This is an optimization exercise on Yosys and OpenROAD, whose aim is small area, not a production implementation. Only simulation tests tie the RTL to the original design; equivalence was not proved. Power figures rest on the tool's default switching activity, not on a simulated workload.

## reg_file_32x32
module reg_file_32x32 #(
    parameter int DATA_W = 32,
    parameter int ADDR_W = 5
) (
    input  logic              clk,
    input  logic              rst_n,
    input  logic              we,
    input  logic [ADDR_W-1:0] waddr,
    input  logic [DATA_W-1:0] wdata,
    input  logic [ADDR_W-1:0] raddr1,
    output logic [DATA_W-1:0] rdata1,
    input  logic [ADDR_W-1:0] raddr2,
    output logic [DATA_W-1:0] rdata2,
    output logic [15:0]       wr_cnt
);
==> module reg_file_32x32, before the edit <==
module reg_file_32x32 #(
    parameter int DATA_W = 32,
    parameter int ADDR_W = 5
) (
    input  logic              clk,
    input  logic              rst_n,
    input  logic              we,
    input  logic [ADDR_W-1:0] waddr,
    input  logic [DATA_W-1:0] wdata,
    input  logic [ADDR_W-1:0] raddr1,
    output logic [DATA_W-1:0] rdata1,
    input  logic [ADDR_W-1:0] raddr2,
    output logic [DATA_W-1:0] rdata2,
    output logic [15:0]       wr_cnt
);
    localparam int NREG = 32;
    logic [DATA_W-1:0] regs [NREG];
    logic [DATA_W-1:0] regs_d [NREG];
    logic [NREG-1:0]   wsel;
    logic [NREG-1:0]   whold;
    logic [NREG-1:0]   valid;
    logic              wr_commit;
    assign wr_commit = we && (waddr != '0);
    logic [3:0] wlo, wlo_n;
    logic [7:0] whi, whi_n;
    always_comb begin
        for (int k = 0; k < 4; k++) begin
            wlo[k]   = we && (waddr[1:0] == 2'(k));
            wlo_n[k] = !wlo[k];
        end
        for (int j = 0; j < 8; j++) begin
            whi[j]   = (waddr[4:2] == 3'(j));
            whi_n[j] = !whi[j];
        end
    end
    logic byp1, byp2;
    assign byp1 = rst_n && wr_commit && (raddr1 == waddr);
    assign byp2 = rst_n && wr_commit && (raddr2 == waddr);
    logic [3:0] r1lo, r2lo;
    logic [7:0] r1hi, r2hi;
    always_comb begin
        for (int k = 0; k < 4; k++) begin
            r1lo[k] = rst_n && !byp1 && (raddr1[1:0] == 2'(k));
            r2lo[k] = rst_n && !byp2 && (raddr2[1:0] == 2'(k));
        end
        for (int j = 0; j < 8; j++) begin
            r1hi[j] = (raddr1[4:2] == 3'(j));
            r2hi[j] = (raddr2[4:2] == 3'(j));
        end
    end
    logic [NREG-1:0] rs1, rs2;
    assign rs1[0] = byp1;
    assign rs2[0] = byp2;
    assign wsel[0]  = 1'b0;
    assign whold[0] = 1'b1;
    assign valid[0] = 1'b0;
    assign regs[0]  = '0;
    assign regs_d[0] = '0;
    for (genvar i = 1; i < NREG; i++) begin : g_reg
        rf_nor2  u_ws (.a(wlo_n[i % 4]), .b(whi_n[i / 4]), .y(wsel[i]));
        rf_nand2 u_wh (.a(wlo[i % 4]),   .b(whi[i / 4]),   .y(whold[i]));
        rf_and3  u_r1 (.a(r1lo[i % 4]), .b(r1hi[i / 4]), .c(valid[i]), .y(rs1[i]));
        rf_and3  u_r2 (.a(r2lo[i % 4]), .b(r2hi[i / 4]), .c(valid[i]), .y(rs2[i]));
        for (genvar b = 0; b < DATA_W; b++) begin : g_bit
            rf_wbit u_w (.s(wsel[i]), .h(whold[i]), .w(wdata[b]), .q(regs[i][b]), .d(regs_d[i][b]));
        end
        always_ff @(posedge clk) begin
            regs[i] <= regs_d[i];
        end
        always_ff @(posedge clk or negedge rst_n) begin
            if (!rst_n) begin
                valid[i] <= 1'b0;
            end else if (wsel[i]) begin
                valid[i] <= 1'b1;
            end
        end
    end
    always_ff @(posedge clk or negedge rst_n) begin
        if (!rst_n) begin
            wr_cnt <= '0;
        end else if (wr_commit) begin
            wr_cnt <= wr_cnt + 16'd1;
        end
    end
    for (genvar b = 0; b < DATA_W; b++) begin : g_rd
        logic [NREG-1:0] col;
        always_comb begin
            col[0] = wdata[b];
            for (int i = 1; i < NREG; i++) col[i] = regs[i][b];
        end
        rf_rbit u_r1 (.s(rs1), .d(col), .y(rdata1[b]));
        rf_rbit u_r2 (.s(rs2), .d(col), .y(rdata2[b]));
    end
endmodule
Settings: LEC_CHECK=0, CAP_MARGIN=20, CORE_MARGIN=2, CORE_UTILIZATION=50, SLEW_MARGIN=20, SYNTH_HIERARCHICAL=1; clock period 8.0 ns.
standard.sh (not shown) runs the stock make flow with config.mk's settings and CLKGATE_MAP_FILE= SYNTH_SCRIPT=/design/flow/synth_recipe.tcl, a recipe that flattens the netlist after the stock synthesis.
==> flow/flow/run.sh <==
#!/bin/bash
set -e
export BUFFER_PORTS_ARGS="-buffer_cell sky130_fd_sc_hd__buf_1"
export CTS_ARGS="-sink_clustering_enable -repair_clock_nets -dont_use_dummy_load -buf_list sky130_fd_sc_hd__clkbuf_8 -sink_clustering_size 16 -sink_clustering_max_diameter 60"
bash standard.sh > standard.log 2>&1
Then changed:
--- a/flow/design.v
+++ b/flow/design.v
@@ -121,18 +121,23 @@
     assign wsel[0]  = 1'b0;
     assign whold[0] = 1'b1;
     assign valid[0] = 1'b0;
     assign regs[0]  = '0;
     assign regs_d[0] = '0;
     for (genvar i = 1; i < NREG; i++) begin : g_reg
-        rf_nor2  u_ws (.a(wlo_n[i % 4]), .b(whi_n[i / 4]), .y(wsel[i]));
-        rf_nand2 u_wh (.a(wlo[i % 4]),   .b(whi[i / 4]),   .y(whold[i]));
+        logic [1:0] ws, wh;
+        for (genvar h = 0; h < 2; h++) begin : g_half
+            rf_nor2  u_ws (.a(wlo_n[i % 4]), .b(whi_n[i / 4]), .y(ws[h]));
+            rf_nand2 u_wh (.a(wlo[i % 4]),   .b(whi[i / 4]),   .y(wh[h]));
+        end
+        assign wsel[i]  = ws[0];
+        assign whold[i] = wh[0];
         rf_and3  u_r1 (.a(r1lo[i % 4]), .b(r1hi[i / 4]), .c(valid[i]), .y(rs1[i]));
         rf_and3  u_r2 (.a(r2lo[i % 4]), .b(r2hi[i / 4]), .c(valid[i]), .y(rs2[i]));
         for (genvar b = 0; b < DATA_W; b++) begin : g_bit
-            rf_wbit u_w (.s(wsel[i]), .h(whold[i]), .w(wdata[b]), .q(regs[i][b]), .d(regs_d[i][b]));
+            rf_wbit u_w (.s(ws[b / 16]), .h(wh[b / 16]), .w(wdata[b]), .q(regs[i][b]), .d(regs_d[i][b]));
         end
         always_ff @(posedge clk) begin
             regs[i] <= regs_d[i];
         end
         always_ff @(posedge clk or negedge rst_n) begin
             if (!rst_n) begin
After rerunning: The new run finished clean. Fmax drops slightly. Sequential power hardly moves. Register-to-register slack improved by 0.12 ns. Setup slack is worse by 0.035 ns. Cell count rises slightly. Clock skew is lower by 0.013 ns. Via count shrinks slightly. Design area hardly moves. Count of clock-buffer cells in the layout came out lower by 2. Clock power went down by a few percent. Synthesized cell count rises slightly. Worst hold slack gets better by 0.019 ns.

[separate check: timing with driven ports]
In the flow no input, the clock included, has a driving cell. The finished layouts below were timed again as built, in two steps.
Step 1 sets driving cells, clkbuf_16 on the clock port and buf_2 on the other inputs (assumed; they add their load-dependent delay and slew).
Step 2 adds t to the input delays and takes it off the output delays; t is the mean of the earliest and latest rising clock arrival at the registers after step 1. Input paths then give back, and output paths get back, about the clock's delay inside the block.
a / b / c = ideal / step 1 / step 2; a / b = the first two.
run	t, ns	slack for setup (ns)	worst hold slack (ns)	worst data-port slew with drivers (ns)
the first run	0.804	0.749 / 0.730 / 0.730	0.477 / 0.477 / 0.477	0.13
the second run	0.784	0.714 / 0.689 / 0.689	0.496 / 0.496 / 0.496	0.17
After both steps every run listed still meets setup and hold. For the second run, which loses most, drivers alone change the setup slack by -0.025 ns; drivers and shift together by -0.025 ns.
